Context: an optimization exercise on an open-source flow, tuned for small area, a short achievable clock period and few clock cycles per item. The choices shown serve that exercise and are no tape-out recipe.
Function was checked by simulation only, so behaviour that the tests miss may differ from the original.
No activity file was given, so power comes from the tool's default toggle rates.

**flow/flow/run.sh**
```bash
#!/bin/bash
set -euo pipefail
bash standard.sh \
  "BUFFER_PORTS_ARGS=-buffer_cell sky130_fd_sc_hd__buf_4" \
  SETUP_SLACK_MARGIN=8.7 \
  finish > standard_flow.log 2>&1
```
**flow/standard.sh**
```bash
#!/bin/bash
# synth_recipe.tcl (not shown) runs the flow's synth.tcl, then flattens the netlist and writes it again
# the make line also repeats each setting of config.mk as NAME=value (left out here)
make -C /OpenROAD-flow-scripts/flow DESIGN_CONFIG=/design/flow/config.mk WORK_HOME=/design/flow/orfs CLKGATE_MAP_FILE= SYNTH_SCRIPT=/design/flow/synth_recipe.tcl "${@:-finish}"
```
**flow/config.mk**
```make
export PLATFORM = sky130hd
export DESIGN_NAME = pixel_format_blit_converter
export DESIGN_NICKNAME = pixel_format_blit_converter
export VERILOG_FILES = /design/flow/design.v
export SDC_FILE = /design/flow/constraint.sdc
export NUM_CORES = 4
export LEC_CHECK = 0
export CAP_MARGIN = 20
export CELL_PAD_IN_SITES_DETAIL_PLACEMENT = 1
export CORE_MARGIN = 2
export CORE_UTILIZATION = 45
export CTS_CLUSTER_DIAMETER = 80
export CTS_CLUSTER_SIZE = 24
export PLACE_DENSITY = 0.5
export SLEW_MARGIN = 20
export SYNTH_HIERARCHICAL = 1
export SYNTH_MEMORY_MAX_BITS = 16384
```
**flow/constraint.sdc**
```tcl
create_clock -name core_clock -period 13.0 [get_ports {clk_i}]
set_input_delay 2.6000 -clock core_clock [delete_from_list [all_inputs] [get_ports {clk_i}]]
set_output_delay 2.6000 -clock core_clock [all_outputs]
set_load 0.01 [all_outputs]
```
**flow/design.v**
```verilog
`timescale 1ns / 1ps
package pfbc_pkg;
  localparam int unsigned PALETTE_DEPTH_DEF = 256;
  localparam int unsigned CFG_IDX_W  = 3;
  localparam int unsigned CFG_DATA_W = 9;
  localparam logic [CFG_IDX_W-1:0] CFG_SOURCE_FORMAT  = 3'd0;
  localparam logic [CFG_IDX_W-1:0] CFG_DEST_FORMAT    = 3'd1;
  localparam logic [CFG_IDX_W-1:0] CFG_BLEND_FLAGS    = 3'd2;
  localparam logic [CFG_IDX_W-1:0] CFG_PALETTE_COLORS = 3'd3;
  localparam logic [CFG_IDX_W-1:0] CFG_SWAP_BYTES     = 3'd4;
  localparam logic CMD_LOAD    = 1'b0;
  localparam logic CMD_CONVERT = 1'b1;
  localparam logic SRC_FMT_INDEX = 1'b0;
  localparam logic SRC_FMT_ARGB  = 1'b1;
  localparam logic [1:0] DST_FMT_8  = 2'd0;
  localparam logic [1:0] DST_FMT_16 = 2'd1;
  localparam logic [1:0] DST_FMT_32 = 2'd2;
  localparam logic       SOURCE_FORMAT_RST  = SRC_FMT_INDEX;
  localparam logic [1:0] DEST_FORMAT_RST    = DST_FMT_32;
  localparam logic [1:0] BLEND_FLAGS_RST    = 2'd0;
  localparam logic [8:0] PALETTE_COLORS_RST = 9'd0;
  localparam logic       SWAP_BYTES_RST     = 1'b1;
  localparam logic [31:0] ALPHA_MASK = 32'hFF00_0000;
endpackage
`timescale 1ns / 1ps
import pfbc_pkg::*;
module pixel_format_blit_converter #(
  parameter int unsigned PALETTE_DEPTH = pfbc_pkg::PALETTE_DEPTH_DEF
) (
  input  logic                           clk_i,
  input  logic                           rst_ni,
  input  logic                           cfg_we_i,
  input  logic [pfbc_pkg::CFG_IDX_W-1:0] cfg_idx_i,
  input  logic [pfbc_pkg::CFG_DATA_W-1:0] cfg_data_i,
  input  logic                           s_axis_tvalid_i,
  output logic                           s_axis_tready_o,
  input  logic [71:0]                    s_axis_tdata_i,
  input  logic [0:0]                     s_axis_tuser_i,
  output logic                           m_axis_tvalid_o,
  input  logic                           m_axis_tready_i,
  output logic [31:0]                    m_axis_tdata_o,
  output logic [1:0]                     m_axis_tuser_o
);
  localparam logic [8:0] DEPTH_LIM = PALETTE_DEPTH[8:0];
  localparam int unsigned NF  = 4;
  localparam int unsigned CAP = NF + 1;
  function automatic logic [15:0] swap16(input logic [15:0] v);
    swap16 = {v[7:0], v[15:8]};
  endfunction
  function automatic logic [15:0] pack565(input logic [31:0] c, input logic swap);
    logic [15:0] v;
    v = {c[7:3], c[15:10], c[23:19]};
    pack565 = swap ? {v[7:0], v[15:8]} : v;
  endfunction
  logic       source_format_q;
  logic [1:0] dest_format_q;
  logic [1:0] blend_flags_q;
  logic [8:0] palette_colors_q;
  logic       swap_bytes_q;
  always_ff @(posedge clk_i or negedge rst_ni) begin
    if (!rst_ni) begin
      source_format_q  <= SOURCE_FORMAT_RST;
      dest_format_q    <= DEST_FORMAT_RST;
      blend_flags_q    <= BLEND_FLAGS_RST;
      palette_colors_q <= PALETTE_COLORS_RST;
      swap_bytes_q     <= SWAP_BYTES_RST;
    end else if (cfg_we_i) begin
      case (cfg_idx_i)
        CFG_SOURCE_FORMAT:  source_format_q  <= cfg_data_i[0];
        CFG_DEST_FORMAT:    dest_format_q    <= cfg_data_i[1:0];
        CFG_BLEND_FLAGS:    blend_flags_q    <= cfg_data_i[1:0];
        CFG_PALETTE_COLORS: palette_colors_q <= cfg_data_i[8:0];
        CFG_SWAP_BYTES:     swap_bytes_q     <= cfg_data_i[0];
        default: ;
      endcase
    end
  end
  logic test;
  logic blend;
  logic blend_mode;
  assign test       = blend_flags_q[0];
  assign blend      = blend_flags_q[1];
  assign blend_mode = (source_format_q == SRC_FMT_ARGB) && (dest_format_q == DST_FMT_16) && blend;
  logic       in_ready_q;
  logic       in_block_q;
  logic [2:0] credit_q;
  logic       acc_cvt;
  logic       acc_load;
  logic       out_valid_q;
  logic       out_empty_q;
  logic       pop;
  logic [2:0] credit_d;
  assign s_axis_tready_o = in_ready_q;
  assign acc_cvt  = s_axis_tvalid_i && !in_block_q && (s_axis_tuser_i[0] == CMD_CONVERT);
  assign acc_load = s_axis_tvalid_i && !in_block_q && (s_axis_tuser_i[0] == CMD_LOAD);
  assign pop      = !out_empty_q && m_axis_tready_i;
  assign credit_d = credit_q + {2'd0, acc_cvt} - {2'd0, pop};
  always_ff @(posedge clk_i or negedge rst_ni) begin
    if (!rst_ni) begin
      credit_q   <= 3'd0;
      in_ready_q <= 1'b0;
      in_block_q <= 1'b1;
    end else begin
      credit_q   <= credit_d;
      in_ready_q <= (credit_d <= 3'(CAP - 1));
      in_block_q <= !(credit_d <= 3'(CAP - 1));
    end
  end
  logic [31:0] in_src;
  logic [7:0]  in_slot;
  logic [31:0] in_dst;
  assign in_src  = s_axis_tdata_i[31:0];
  assign in_slot = s_axis_tdata_i[39:32];
  assign in_dst  = s_axis_tdata_i[71:40];
  logic [15:0] in_dj;
  logic [7:0]  in_s [3];
  logic [7:0]  in_d [3];
  assign in_dj   = swap_bytes_q ? swap16(in_dst[15:0]) : in_dst[15:0];
  assign in_s[0] = in_src[23:16];
  assign in_s[1] = in_src[15:8];
  assign in_s[2] = in_src[7:0];
  assign in_d[0] = {in_dj[4:0], 3'b000};
  assign in_d[1] = {in_dj[10:5], 2'b00};
  assign in_d[2] = {in_dj[15:11], 3'b000};
  logic                     s0_cvt_q;
  logic                     s0_load_q;
  logic [31:0]              s0_src_q;
  logic [31:0]              s0_dst_q;
  logic [PALETTE_DEPTH-1:0] s0_rsel_q;
  logic [15:0]              s0_whi_q;
  logic [15:0]              s0_wlo_q;
  logic [7:0]               s0_mag_q [3];
  logic [2:0]               s0_ge_q;
  logic [7:0]               s0_a_q;
  always_ff @(posedge clk_i or negedge rst_ni) begin
    if (!rst_ni) begin
      s0_cvt_q  <= 1'b0;
      s0_load_q <= 1'b0;
    end else begin
      s0_cvt_q  <= acc_cvt;
      s0_load_q <= acc_load;
    end
  end
  always_ff @(posedge clk_i) begin
    s0_src_q <= in_src;
    s0_dst_q <= in_dst;
    for (int k = 0; k < PALETTE_DEPTH; k++) begin
      s0_rsel_q[k] <= (in_src[7:0] == 8'(k));
    end
    for (int j = 0; j < 16; j++) begin
      s0_whi_q[j] <= acc_load && (in_slot[7:4] == 4'(j)) && ({1'b0, in_slot} < DEPTH_LIM);
      s0_wlo_q[j] <= (in_slot[3:0] == 4'(j));
    end
    if (acc_cvt) s0_a_q <= in_src[31:24];
    for (int c = 0; c < 3; c++) begin
      s0_ge_q[c]  <= in_s[c] >= in_d[c];
      s0_mag_q[c] <= (in_s[c] >= in_d[c]) ? (in_s[c] - in_d[c]) : (in_d[c] - in_s[c]);
    end
  end
  localparam int unsigned NG = PALETTE_DEPTH / 3;
  logic [32*PALETTE_DEPTH-1:0] pal_q;
  logic [31:0]                 grp_n [NG];
  logic [31:0]                 pal_rd;
  for (genvar k = 0; k < PALETTE_DEPTH; k++) begin : g_pal
    always_ff @(posedge clk_i) begin
      if (s0_whi_q[k / 16] && s0_wlo_q[k % 16]) pal_q[32*k +: 32] <= s0_src_q;
    end
  end
  for (genvar g = 0; g < NG; g++) begin : g_grp
    pfbc_aoi3 u_aoi3 (
      .a_i   (pal_q[96*g +: 32]),
      .b_i   (pal_q[96*g + 32 +: 32]),
      .c_i   (pal_q[96*g + 64 +: 32]),
      .sel_i (s0_rsel_q[3*g +: 3]),
      .y_no  (grp_n[g])
    );
  end
  always_comb begin
    pal_rd = 32'd0;
    for (int g = 0; g < NG; g++) begin
      pal_rd = pal_rd | ~grp_n[g];
    end
    for (int k = 3 * NG; k < PALETTE_DEPTH; k++) begin
      pal_rd = pal_rd | (pal_q[32*k +: 32] & {32{s0_rsel_q[k]}});
    end
  end
  logic [7:0]  idx;
  logic        loaded;
  logic [31:0] grey;
  logic        clear;
  logic [31:0] dmask;
  logic [31:0] alt_pix;
  logic        alt_we;
  logic        alt_uns;
  logic        use_pal;
  logic        chk_a;
  assign idx    = s0_src_q[7:0];
  assign loaded = ({1'b0, idx} < palette_colors_q) && ({1'b0, idx} < DEPTH_LIM);
  assign grey   = {8'd0, idx, idx, idx};
  assign clear  = (s0_src_q & ALPHA_MASK) == 32'd0;
  always_comb begin
    case (dest_format_q)
      DST_FMT_8:  dmask = 32'h0000_00FF;
      DST_FMT_16: dmask = 32'h0000_FFFF;
      default:    dmask = 32'hFFFF_FFFF;
    endcase
  end
  always_comb begin
    alt_pix = 32'd0;
    alt_we  = 1'b0;
    alt_uns = 1'b0;
    use_pal = 1'b0;
    chk_a   = 1'b0;
    if (source_format_q == SRC_FMT_INDEX) begin
      case (dest_format_q)
        DST_FMT_8: begin
          if ((test || blend) && (idx == 8'd0)) begin
            alt_pix = s0_dst_q & dmask;
          end else begin
            alt_pix = {24'd0, idx};
            alt_we  = 1'b1;
          end
        end
        DST_FMT_16: begin
          alt_pix = {16'd0, pack565(grey, swap_bytes_q)};
          alt_we  = 1'b1;
          use_pal = loaded;
        end
        DST_FMT_32: begin
          if (test) begin
            if (loaded) begin
              alt_pix = s0_dst_q & dmask;
            end else begin
              alt_pix = grey | ALPHA_MASK;
              alt_we  = 1'b1;
            end
            use_pal = loaded;
            chk_a   = 1'b1;
          end else if (blend) begin
            alt_uns = 1'b1;
          end else begin
            alt_pix = grey | ALPHA_MASK;
            alt_we  = 1'b1;
            use_pal = loaded;
          end
        end
        default: alt_uns = 1'b1;
      endcase
    end else begin
      case (dest_format_q)
        DST_FMT_16: begin
          if (test && clear) begin
            alt_pix = s0_dst_q & dmask;
          end else begin
            alt_pix = {16'd0, pack565(s0_src_q, swap_bytes_q)};
            alt_we  = 1'b1;
          end
        end
        DST_FMT_32: begin
          if (test) begin
            if (clear) begin
              alt_pix = s0_dst_q;
            end else begin
              alt_pix = s0_src_q;
              alt_we  = 1'b1;
            end
          end else if (blend) begin
            alt_uns = 1'b1;
          end else begin
            alt_pix = s0_src_q;
            alt_we  = 1'b1;
          end
        end
        default: alt_uns = 1'b1;
      endcase
    end
  end
  logic        s1_valid_q;
  logic [31:0] s1_pal_q;
  logic [33:0] s1_alt_q;
  logic        s1_use_pal_q;
  logic        s1_chk_a_q;
  logic [15:0] s1_m_q [3];
  logic [2:0]  s1_ge_q;
  logic [15:0] s1_dj_q;
  logic        s1_clear_q;
  always_ff @(posedge clk_i or negedge rst_ni) begin
    if (!rst_ni) begin
      s1_valid_q <= 1'b0;
    end else begin
      s1_valid_q <= s0_cvt_q;
    end
  end
  always_ff @(posedge clk_i) begin
    s1_pal_q     <= pal_rd;
    s1_alt_q     <= {alt_uns, alt_we, alt_pix};
    s1_use_pal_q <= use_pal;
    s1_chk_a_q   <= chk_a;
    for (int c = 0; c < 3; c++) begin
      s1_m_q[c] <= 16'(s0_mag_q[c]) * 16'(s0_a_q);
    end
    s1_ge_q    <= s0_ge_q;
    s1_dj_q    <= swap_bytes_q ? swap16(s0_dst_q[15:0]) : s0_dst_q[15:0];
    s1_clear_q <= (s0_a_q == 8'd0);
  end
  logic [7:0]  bd [3];
  logic [7:0]  bq [3];
  logic [7:0]  bc [3];
  logic [16:0] bt [3];
  logic [15:0] blended;
  logic [33:0] res;
  assign pal_res = (dest_format_q == DST_FMT_16) ? {2'b01, 16'd0, pack565(s1_pal_q, swap_bytes_q)}
                                                 : {2'b01, s1_pal_q ^ ALPHA_MASK};
  assign bd[0] = {s1_dj_q[4:0], 3'b000};
  assign bd[1] = {s1_dj_q[10:5], 2'b00};
  assign bd[2] = {s1_dj_q[15:11], 3'b000};
  always_comb begin
    for (int c = 0; c < 3; c++) begin
      bt[c] = {1'b0, s1_m_q[c]} + 17'd1 + {9'd0, s1_m_q[c][15:8]};
      bq[c] = bt[c][15:8];
      bc[c] = s1_ge_q[c] ? (bd[c] + bq[c]) : (bd[c] - bq[c]);
    end
  end
  assign blended = {bc[2][7:3], bc[1][7:2], bc[0][7:3]};
  logic        s2_valid_q;
  logic [15:0] s2_pix_q;
  logic        s2_we_q;
  always_ff @(posedge clk_i or negedge rst_ni) begin
    if (!rst_ni) begin
      s2_valid_q <= 1'b0;
    end else begin
      s2_valid_q <= s1_valid_q;
    end
  end
  always_ff @(posedge clk_i) begin
    s2_pix_q <= swap_bytes_q ? swap16(blended) : blended;
    s2_we_q  <= !s1_clear_q;
  end
  logic [33:0] pal_res;
  logic        res_valid;
  always_comb begin
    if (blend_mode) begin
      res = {1'b0, s2_we_q, 16'd0, s2_pix_q};
    end else if (s1_use_pal_q && !(s1_chk_a_q && s1_pal_q[31])) begin
      res = pal_res;
    end else begin
      res = s1_alt_q;
    end
  end
  logic [33:0] fifo_q [NF];
  logic [1:0]  fifo_wp_q;
  logic [1:0]  fifo_rp_q;
  logic [2:0]  fifo_cnt_q;
  logic [33:0] out_q;
  logic        out_free;
  logic        fifo_nonempty;
  logic        fifo_push;
  logic        fifo_pop;
  assign out_free      = out_empty_q || m_axis_tready_i;
  assign fifo_nonempty = (fifo_cnt_q != 3'd0);
  assign fifo_pop      = out_free && fifo_nonempty;
  assign res_valid     = blend_mode ? s2_valid_q : s1_valid_q;
  assign fifo_push     = res_valid && !(out_free && !fifo_nonempty);
  always_ff @(posedge clk_i or negedge rst_ni) begin
    if (!rst_ni) begin
      out_valid_q <= 1'b0;
      out_empty_q <= 1'b1;
      fifo_wp_q   <= 2'd0;
      fifo_rp_q   <= 2'd0;
      fifo_cnt_q  <= 3'd0;
    end else begin
      if (out_free) begin
        out_valid_q <= fifo_nonempty || res_valid;
        out_empty_q <= !(fifo_nonempty || res_valid);
      end
      if (fifo_push) begin
        fifo_wp_q <= (fifo_wp_q == 2'(NF - 1)) ? 2'd0 : fifo_wp_q + 2'd1;
      end
      if (fifo_pop) begin
        fifo_rp_q <= (fifo_rp_q == 2'(NF - 1)) ? 2'd0 : fifo_rp_q + 2'd1;
      end
      fifo_cnt_q <= fifo_cnt_q + {2'd0, fifo_push} - {2'd0, fifo_pop};
    end
  end
  always_ff @(posedge clk_i) begin
    for (int e = 0; e < NF; e++) begin
      if (fifo_push && (fifo_wp_q == 2'(e))) fifo_q[e] <= res;
    end
    if (out_free) begin
      out_q <= fifo_nonempty ? fifo_q[fifo_rp_q] : res;
    end
  end
  assign m_axis_tvalid_o = out_valid_q;
  assign m_axis_tdata_o  = out_q[31:0];
  assign m_axis_tuser_o  = out_q[33:32];
endmodule
module pfbc_aoi3 (
  input  logic [31:0] a_i,
  input  logic [31:0] b_i,
  input  logic [31:0] c_i,
  input  logic [2:0]  sel_i,
  output logic [31:0] y_no
);
  assign y_no = ~((a_i & {32{sel_i[0]}}) | (b_i & {32{sel_i[1]}}) | (c_i & {32{sel_i[2]}}));
endmodule
```
==> summary.txt <==
## cells by family (layout without fill, tap and decap cells)
group,Yosys count,after routing,share of synthesized area [%]
AOI/OAI and AO/OA,3204,3204,9.578
other,0,118,0
xor gates and xnor gates,83,83,0.2266
adders and majority gates,331,331,1.563
muxes,98,98,0.3203
and+or+nand+nor,2202,2202,3.718
buffers and inverters,1177,1904,2.677
DFF,8931,8931,81.92
## modules after synthesis, one instance, submodules excluded
module | times used | flip-flops and latches | cells inside
pixel_format_blit_converter | 1 | 8931 | 12540
pfbc_aoi3 | 85 | 0 | 41
## flip-flops by register name (all words and copies together) (netlist names), 2 cells and up
| name | cells |
|---|---|
| s1_pal_q | 32 |
| s0_rsel_q | 256 |
| credit_q | 3 |
| palette_colors_q | 9 |
| fifo_q | 136 |
| s1_m_q | 48 |
| s0_mag_q | 24 |
| s0_src_q | 29 |
| s1_dj_q | 16 |
| fifo_rp_q | 2 |
| out_q | 34 |
| dest_format_q | 2 |
| s0_whi_q | 16 |
| pal_q | 8192 |
| blend_flags_q | 2 |
| fifo_cnt_q | 3 |
| s0_a_q | 8 |
| fifo_wp_q | 2 |
| s0_wlo_q | 16 |
| s1_alt_q | 34 |
| s0_dst_q | 32 |
| s2_pix_q | 16 |
| s1_ge_q | 3 |
| s0_ge_q | 3 |
## per-layer routing
| layer | GRT usage (%) | vias to the layer above | part of all wire [%] |
|---|---|---|---|
| li1 | - | 70880 | - |
| met1 | 43.30 | 95560 | 41 |
| met2 | 44.97 | 10480 | 45 |
| met3 | 5.747 | 1167 | 11 |
| met4 | 8.713 | 24 | 3.3 |
| met5 | 0 | - | 0.013 |
## per-stage QoR
| stage | setup slack (ps) | instances |
|---|---|---|
| global placement | 7142 | 25330 |
| finish | 8490 | 26390 |
| detailed placement | 7255 | 25340 |
| CTS | 8580 | 26240 |
| floorplan | 7975 | 16030 |
| global route | 8600 | 26310 |
## worst paths after layout
check | start | endpoint | slack, ps | cells past startpoint
worst max-delay path | s0_rsel_q[190] | s1_pal_q[11] | 8490 | 8
worst min-delay path | s0_ge_q[1] | s1_ge_q[1] | 300 | 0
worst max register to register | s0_rsel_q[190] | s1_pal_q[11] | 8490 | 8
worst min register to register | s0_ge_q[1] | s1_ge_q[1] | 300 | 0
max in group asynchronous | rst_ni | swap_bytes_q | 11210 | 1
min in group asynchronous | rst_ni | fifo_rp_q[1] | 1410 | 1
## cells in the mapped netlist (116+ instances only)
cell type	number
fa_1	116
nand3_1	141
buf_6	511
edfxtp_1	8370
inv_1	244
nor4_1	165
nand4_1	648
and2_1	384
buf_2	261
nand2_1	269
ha_1	215
dfxtp_1	529
a222oi_1	2754
clkbuf_1	150
nor2_1	417
## power breakdown
group          leakage (µW)  internal [µW]  switching [µW]
registers            0.0800          31900             464
logic                0.0218           2430            3770
clock network       0.00769           7860            9790
## repair_timing
action / CTS / global route
endpoints found under the setup margin: 70 / 58
resized for setup: 65 / 70
hold buffers: 0 / 0
gates cloned: 1 / 1
pin swaps: 13 / 35
setup buffers: 28 / 17
## cell type report
type	instances	area (µm²)	area share [%]
flip-flops and latches	8931	262900	75.19
multi-input cells	5918	50990	14.58
clock buffers	553	12450	3.560
well taps	9516	11910	3.405
repair buffers	793	6725	1.923
clock inverters	312	3482	0.9957
inverters	246	923.4	0.2640
diodes	118	295.3	0.08444
==> flow_summary.ini <==
[global_route]
antenna_found_initial = 137
grt-ovfl-total = 0
grt_max_degree = 173
grtUsageTotal_pct = 29.47
grt_pass1_wl_um = 1475000
grt_pass1_vias = 171500

[logic_synthesis]
synth-edff-count = 8370
avgSynthCellArea_um2 = 20.01
synth_area_leaders = edfxtp_1 78%, a222oi_1 8.6%, dfxtp_1 3.3%, buf_6 1.8%, nand4_1 1.3%
ys_seq_area_share_pct = 81.92
ys_seq_elements = 8931
synthCells = 16030
ys_types = 87
synth_nets = 16450
synth_top_cell_area_share_pct = 78.36
synthFlopType = edfxtp_1
yosysWarningCount = 26
synth_area_leader_cell = edfxtp_1
async_flop_share_pct = 0.3583
syn_area_um2 = 320700

[route]
via_count = 178100
wire_per_inst_um = 41.42
antenna_left = 0
drt_iter0_markers = 38000
post-route-drc-count = 0
viasPerCell = 6.750
routed_wl_um = 1093000
firstDrtPassIters = 10

[clocking]
htreeDepth = 5
cts-root-buf = clkbuf_16
cts.sinks = 8931
cts_tree = done
cts.clk_slew.worst_paths_ps = 90
clock_path_buffers = 4
numCtsBuffers = 478
clkLatencyLatePin_ps = 1160

[status]
status = no timing/DRC/antenna violations

[place]
place_area_um2 = 332000
dpl.hpwl_um = 617500
gp_congestion = 0.8153
port_buffers = 125

[layout]
num-fill-cells = 63890
final_cell_mix = 8370 x edfxtp_1, 2754 x a222oi_1, 709 x buf_4
fin_util_pct = 49.16
final_layout_size_suffix_gt1_share_pct = 12.92
layout_commonest_cell = edfxtp_1
area_growth_syn_to_layout_pct = 9.034
fin_area_um2 = 349700
nets = 16790

[setup_path]
critPathArrivalTime_ps = 5390
worst_setup_path_end_kind = flip-flop
cp_num_buf_inv = 2
crit_chain = buf_4, a222oi_1, nand4_1, nor4_1, nand2_1, nor4_1, buf_4, nand3_1
startpoint_type = flip-flop
path_class = reg2reg
crit_family = simple AND/OR/NAND/NOR gates
crit_required_ps = 13880
crit_path_top_delay_cell = nor4_1
cp_slowest_stage_delay_ps = 1150
path_max_fanout = 32

[power_and_ir_drop]
total_power_uw = 56190
power.ir.vdd_worst_v = 0.0001642
p_leak_uw = 0.1095
power.density_nw_per_um2 = 160.7

[die]
pin_count = 126
die_area_um2 = 719500
die_h_um = 848.2
placeableCoreArea_um2 = 711400
start_util_pct = 45.09
row_count = 310
die_w_um = 848.2

[timing]
fin_crit_sh_pct = 34.69
setup_tns_ps = 0
max_slew.worst_pin.slew_ps = 1230
slew_headroom_pct = 18.01
skew_ps = 78.85
slew_viol_final = 0
hold_viol = 0
rsz0062_at_grt = yes
setup_viol = 0
final.min_clock_period_ps = 4510
fmaxAchievable_mhz = 221.7
whs_ps = 301.2

[min_path]
min_path_type = reg2reg

[run]
drv_cap = 0
Testbench counts, summed over its fixed seeds: cycles 42,021, items 36,048.

[what the ideal ports hide]
The results above use ideal ports. As a check the final layout listed here was re-extracted and re-timed, cells and wires unchanged. Step 1 sets driving cells, clkbuf_16 on the clock port and buf_2 on the other inputs (assumed; they add their load-dependent delay and slew). Step 2 adds t to the input delays and takes it off the output delays; t is the mean of the earliest and latest rising clock arrival at the registers after step 1. Input paths then give back, and output paths get back, about the clock's delay inside the block. Slacks: no drivers / after step 1 / after step 2; pairs: no drivers / after step 1.
t, ns: 1.248
setup WS [ns]: 8.490 / 8.490 / 7.626
slew at the worst register clock pin (ns): 0.10 / 0.10
After both steps this run still meets setup and hold. The setup slack of this run moves by 0.000 ns with the drivers and by -0.864 ns with both steps.
